This design comes from an exercise in tuning for small area and a short achievable clock period on the open sky130 flow, not from production work. No functional check of the RTL was part of any run shown here. Power figures rest on the tool's default switching activity, not on a simulated workload.

## flow/design.v (module list and top-level ports; edited modules follow where they fit)
// module conv3x3_pe: 785 lines
// module csa_fa: 10 lines
module conv3x3_pe #(
    parameter int SHIFT = 4,
    parameter int ACC_W = 21
) (
    input  logic         clk,
    input  logic         rst,
    input  logic [7:0]   p00,
    input  logic [7:0]   p01,
    input  logic [7:0]   p02,
    input  logic [7:0]   p10,
    input  logic [7:0]   p11,
    input  logic [7:0]   p12,
    input  logic [7:0]   p20,
    input  logic [7:0]   p21,
    input  logic [7:0]   p22,
    input  logic         window_valid,
    input  logic         w_load,
    input  logic [3:0]   w_idx,
    input  logic [7:0]   w_data,
    output logic [7:0]   out_pixel,
    output logic         out_valid,
    output logic [15:0]  out_count
);
  // ...
==> flow/run.sh <==
#!/bin/bash
# synth_recipe.tcl (not shown) runs the flow's synth.tcl, then flattens the netlist and writes it again
# the make line also repeats each setting of config.mk as NAME=value (left out here)
make -C /OpenROAD-flow-scripts/flow DESIGN_CONFIG=/design/flow/config.mk WORK_HOME=/design/flow/orfs CLKGATE_MAP_FILE= SYNTH_SCRIPT=/design/flow/synth_recipe.tcl finish
==> flow/config.mk <==
export PLATFORM = sky130hd
export DESIGN_NAME = conv3x3_pe
export DESIGN_NICKNAME = conv3x3_pe
export VERILOG_FILES = /design/flow/design.v
export SDC_FILE = /design/flow/constraint.sdc
export NUM_CORES = 4
export LEC_CHECK = 0
export CAP_MARGIN = 20
export CORE_MARGIN = 2
export CORE_UTILIZATION = 40
export SETUP_SLACK_MARGIN = 0
export SLEW_MARGIN = 20
export SYNTH_HIERARCHICAL = 1
export SYNTH_MINIMUM_KEEP_SIZE = 0
==> flow/constraint.sdc <==
create_clock -name core_clock -period 5.5 [get_ports {clk}]
set_input_delay 1.1000 -clock core_clock [delete_from_list [all_inputs] [get_ports {clk}]]
set_output_delay 1.1000 -clock core_clock [all_outputs]
set_load 0.01 [all_outputs]
==> out/qor.yml, run 1 <==
run_status: "complete, no violations"
clock_buffers: 43
drtAntennaViolNets: 0
gp_congestion: 0.985
dieWidth_um: 239
boundaryPins: 113
wl_met1_um: 28200
power_frac_comb_pct: 66.7
clock_area_share_pct: 4.39
critical-path-slowest-cell: "or4_1"
detail_route.first_pass.iterations: 7
hold_class: "flop to flop"
critPathMaxFanout: 8
reg2reg_from: "r2_q[45]"
report.final.hold_viol_count: 0
clock-sinks: 258
synth-xor-area-share_pct: 0.790
power.sequential.fraction_pct: 18.2
remaining_drc_errors: 0
static-leakage-power_nw: 8.15
drv.max_cap_violation_count: 0
critical_path.startpoint: "r2_q[45]"
synth-seq-area-share_pct: 26.5
largest_registers: "k_q x80, px_q x72, r2_q x66"
post_route_cells_drive_above_1_share_pct: 3.78
finalClockSkew_ns: 0.0464
==> run 2: changes to the inputs <==
--- a/flow/config.mk
+++ b/flow/config.mk
@@ -8,7 +8,7 @@
 export CAP_MARGIN = 20
 export CORE_MARGIN = 2
 export CORE_UTILIZATION = 40
-export SETUP_SLACK_MARGIN = 0
+export SETUP_SLACK_MARGIN = 1.5
 export SLEW_MARGIN = 20
 export SYNTH_HIERARCHICAL = 1
 export SYNTH_MINIMUM_KEEP_SIZE = 0
==> out/qor.yml, run 2 <==
run_status: "complete, no violations"  # unchanged
clkSlewWorstSetupHoldPaths_ns: 0.05  # was 0.06 ns
critical-path-slowest-cell: "or4_1"  # unchanged
synth_cells: 1922  # unchanged
avgSynthCellArea_sq_um: 11.5  # unchanged
timing_max_transition_violations_final: 0  # unchanged
maxClockFrequency_mhz: 236  # was 217 MHz
number_of_antenna_cells_inserted: 0  # unchanged
remaining_drc_errors: 0  # unchanged
layout.filler_cells: 4999  # was 5070
ff_latch_count_synth: 258  # unchanged
grt_start_max_net_pins: 25  # was 26
drtAntennaViolNets: 0  # unchanged
number_of_global_route_vias_before_repair: 17500  # was 16600
sw_frac_of_total_pct: 47.4  # was 47.7%
row_count: 86  # unchanged
dpl_cell_area_sq_um: 23800  # about the same
rsz0062_at_grt: "yes"  # was no
worst_skew_pair.late_latency_ns: 0.57  # was 0.62 ns
layout_min_cycle_time_ns: 4.24  # was 4.60 ns
multi_input_comb_area_sq_um: 16000  # was 15600 sq um
power.sequential.fraction_pct: 14.6  # was 18.2%
report.final.hold_viol_count: 0  # unchanged
power.share.clock_pct: 12.6  # was 15.1%
grt_first_pass_wirelength_um: 115000  # was 109000 um
synthTopCellsByCount: "fa_1, nand2_1, dfxtp_1"  # unchanged
crit_chain: "fa_2 > fa_2 > fa_2 > fa_2 > fa_2 > fa_2 > inv_2 > ha_4 > or2_2 > o31a_1 > and2_4 > or4_1 > o311a_1"  # was fa_1 > fa_1 > fa_1 > inv_1 > ha_1 > a21oi_1 > o21ai_1 > or4_1 > o311a_1 > a22oi_2 > a41oi_2 > or4_1 > o311a_1
synth_edf_count: 72  # unchanged
drt-initial-drc-count: 1738  # was 1720
die_outline_height_um: 239  # unchanged
drv.max_cap_violation_count: 0  # unchanged
die-area_sq_um: 57400  # unchanged
finalCoreUtilization_pct: 48.8  # was 45.2%
inserted_clock_buffers: 34  # was 31
p_switching_mw: 8.35  # was 6.83 mW
post_synth_num_cell_types: 64  # unchanged
layout.cell_area.non_filler_sq_um: 26800  # was 24900 sq um
gp_congestion: 1.01  # was 0.985
synth_most_common_cell: "fa_1"  # unchanged
finalClockSkew_ns: 0.0355  # was 0.0464 ns
arrival_ns: 4.66  # was 5.08 ns
route.vias.total: 15700  # was 15000
clockRootBuffer: "clkbuf_16"  # unchanged
cts_buffer_depth: 3  # unchanged
cts_tree: "done"  # unchanged
wirelength_um: 78100  # was 73900 um
final_nets: 2748  # was 2599
netlist_top_cells_area: "fa_1, dfxtp_1, edfxtp_1"  # unchanged
htreeDepth: 2  # was 1
critical_setup_path_kind: "flop to flop"  # unchanged
viasPerCell: 5.51  # was 5.54
boundaryPins: 113  # unchanged
coreArea_sq_um: 55000  # unchanged
layout.cells.most_common: "nand2_1"  # was fa_1
worstPathRequired_ns: 5.92  # was 5.98 ns
synthDominantCellAreaShare_pct: 50.6  # unchanged
setup_viol_count_final: 0  # unchanged
hold_class: "flop to flop"  # unchanged
largest_registers: "k_q x80, px_q x72, r2_q x66"  # unchanged
synth-warning-count: 9  # unchanged
power_frac_comb_pct: 72.9  # was 66.7%
commonest_cells_after_routing_fill_and_taps_aside: "nand2_1, fa_1, buf_4, dfxtp_1, clkdlybuf4s50_1"  # was fa_1, nand2_1, dfxtp_1, clkdlybuf4s50_1, nor2_1
globalRoute.totalOverflow: 0  # unchanged
synth-seq-area-share_pct: 26.5  # unchanged
critPathMaxFanout: 6  # was 8
post_route_cells_drive_above_1_share_pct: 19.4  # was 3.78%
worst_setup_path_end_kind: "flop"  # unchanged
largest-register: "k_q"  # unchanged
wl_per_cell_um: 27.3  # about the same
final_min_period_over_clock_period_pct: 77.1  # was 83.7%
detail_route.first_pass.iterations: 6  # was 7
timing.slew.headroom_pct: 47.1  # was 45.8%
grtUsageTotal_pct: 28.5  # was 26.8%
floorplan.initialDensity_pct: 40.3  # unchanged
finalSetupTns_ns: 0  # unchanged
crit_path_start_kind: "flop"  # unchanged
vdd_ir_drop_max_uv: 1150  # was 835 uV
numPortBuffers: 112  # unchanged
synthFlopType: "dfxtp_1"  # unchanged
initial_antenna_violation_count: 2  # was 1
timing.critical_path.slowest_cell_delay_ns: 0.52  # was 0.57 ns
seq_area_sq_um: 5980  # was 5890 sq um
synth_async_sr_flop_share_pct: 0  # unchanged
p_int_mw: 9.28  # was 7.49 mW
clock-sinks: 258  # unchanged
path_common_cell: "fa_2"  # was fa_1
syn_area_sq_um: 22200  # unchanged
flip_flop_count_of_the_largest_register_all_copies_and_words_added: 80  # unchanged
synth_top_cell_by_area: "fa_1"  # unchanged
dieWidth_um: 239  # unchanged
fin_total_pwr_mw: 17.6  # was 14.3 mW
static-leakage-power_nw: 9.01  # was 8.15 nW
timing_worst_slew_pin_value_ns: 0.783  # was 0.802 ns
area_growth_syn_to_layout_pct: 21.0  # was 12.0%
cellPowerDensity_nw_per_um2: 657  # was 576 nW/um^2
detailedPlacementHpwl_um: 63200  # was 61000 um
-- run 2: modules after synthesis (local to each module, per instance) --
module | flip-flops and latches | area [sq um]
conv3x3_pe | 258 | 11000
csa_fa | 0 | 20.0
-- run 2: final timing paths --
| path | from | end | slack (ns) | cells after the start |
|---|---|---|---|---|
| worst max register to register | r2_q[45] | pix_q[6] | 1.26 | 13 |
| worst min-delay path | v1_q | v2_q | 0.44 | 1 |
| worst min register to register | v1_q | v2_q | 0.44 | 1 |
| worst max-delay path | r2_q[45] | pix_q[6] | 1.26 | 13 |
-- run 2: cell type report --
type                            count  share of cell area [%]
Clock buffer                       44                    3.58
Clock inverter                     18                   0.592
Inverter                           49                   0.685
Multi-Input combinational cell   1476                    59.7
Sequential cell                   258                    22.3
Tap cell                          748                    3.49
Timing Repair Buffer              265                    9.68
-- run 2: per-stage QoR --
step | setup slack (ns) | hold slack [ns] | instances
floorplan | 1.50 | 0.414 | 1932
global placement | 1.19 | 0.421 | 2651
detailed placement | 1.14 | 0.428 | 2651
CTS | 1.30 | 0.441 | 2834
global route | 1.15 | 0.465 | 2858
finish | 1.26 | 0.437 | 2858
-- run 2: power groups by stage --
stage / Clock, mW / Sequential, mW / Combinational, mW
after detailed placement: 0 / 2.62 / 10.1
after global routing: 2.34 / 2.60 / 14.0
after floorplan: 0 / 2.46 / 7.46
final: 2.21 / 2.57 / 12.8
after global placement: 0 / 2.62 / 10.1
after CTS: 2.26 / 2.57 / 11.6
-- run 2: kinds of logic after synthesis --
group	Yosys count	share of synthesized area [%]
adder cells (fa/ha/maj)	576	51.5
multiplexers	1	0.0451
AO/OA/AOI/OAI	74	2.53
AND/OR/NAND/NOR	794	15.2
other	1	0.0169
buffers and inverters	198	3.40
flip-flops	258	26.5
XOR/XNOR	20	0.790
-- run 2: worst max-delay path: cells and delay by family (launching register included) --
| kind | cells | cell delay (ns) |
|---|---|---|
| DFF | 1 | 0.32 |
| adders and majority gates | 7 | 2.40 |
| buffers and inverters | 1 | 0.09 |
| and+or+nand+nor | 3 | 1.02 |
| AOI/OAI and AO/OA | 2 | 0.27 |
-- run 2: routing by layer --
layer	GRT usage, %	vias up	wire [um]
met5	0	-	13
met1	37.2	8216	29600
met4	17.4	2	5880
met3	5.22	249	7470
met2	44.5	1040	35200
li1	-	6232	-
-- run 2: repair_timing --
action,in CTS,in global routing
resized for setup,94,93
hold buffers,0,0
pin swaps,11,43
buffers inserted,121,24
setup endpoints to repair,31,24

[static timing again, ports no longer ideal]
The results above use ideal ports. As a check the final layouts listed here were re-extracted and re-timed, cells and wires unchanged.
Step 1 sets driving cells, clkbuf_16 on the clock port and buf_2 on the other inputs (assumed; they add their load-dependent delay and slew).
Step 2 moves the port delays by t, midway between the first and last clock arrival at a register: inputs arrive t later, outputs are due t later. That takes back most of the time a late clock gives input paths.
Three values: no drivers, after step 1, after step 2; two values: the first two.
run | t, ns | setup slack, ns | cell pins on the clock port's net
run 1 | 0.663 | 0.897 / 0.897 / 0.897 | 1
run 2 | 0.611 | 1.261 / 1.261 / 1.261 | 1
After both steps every run listed still meets setup and hold.
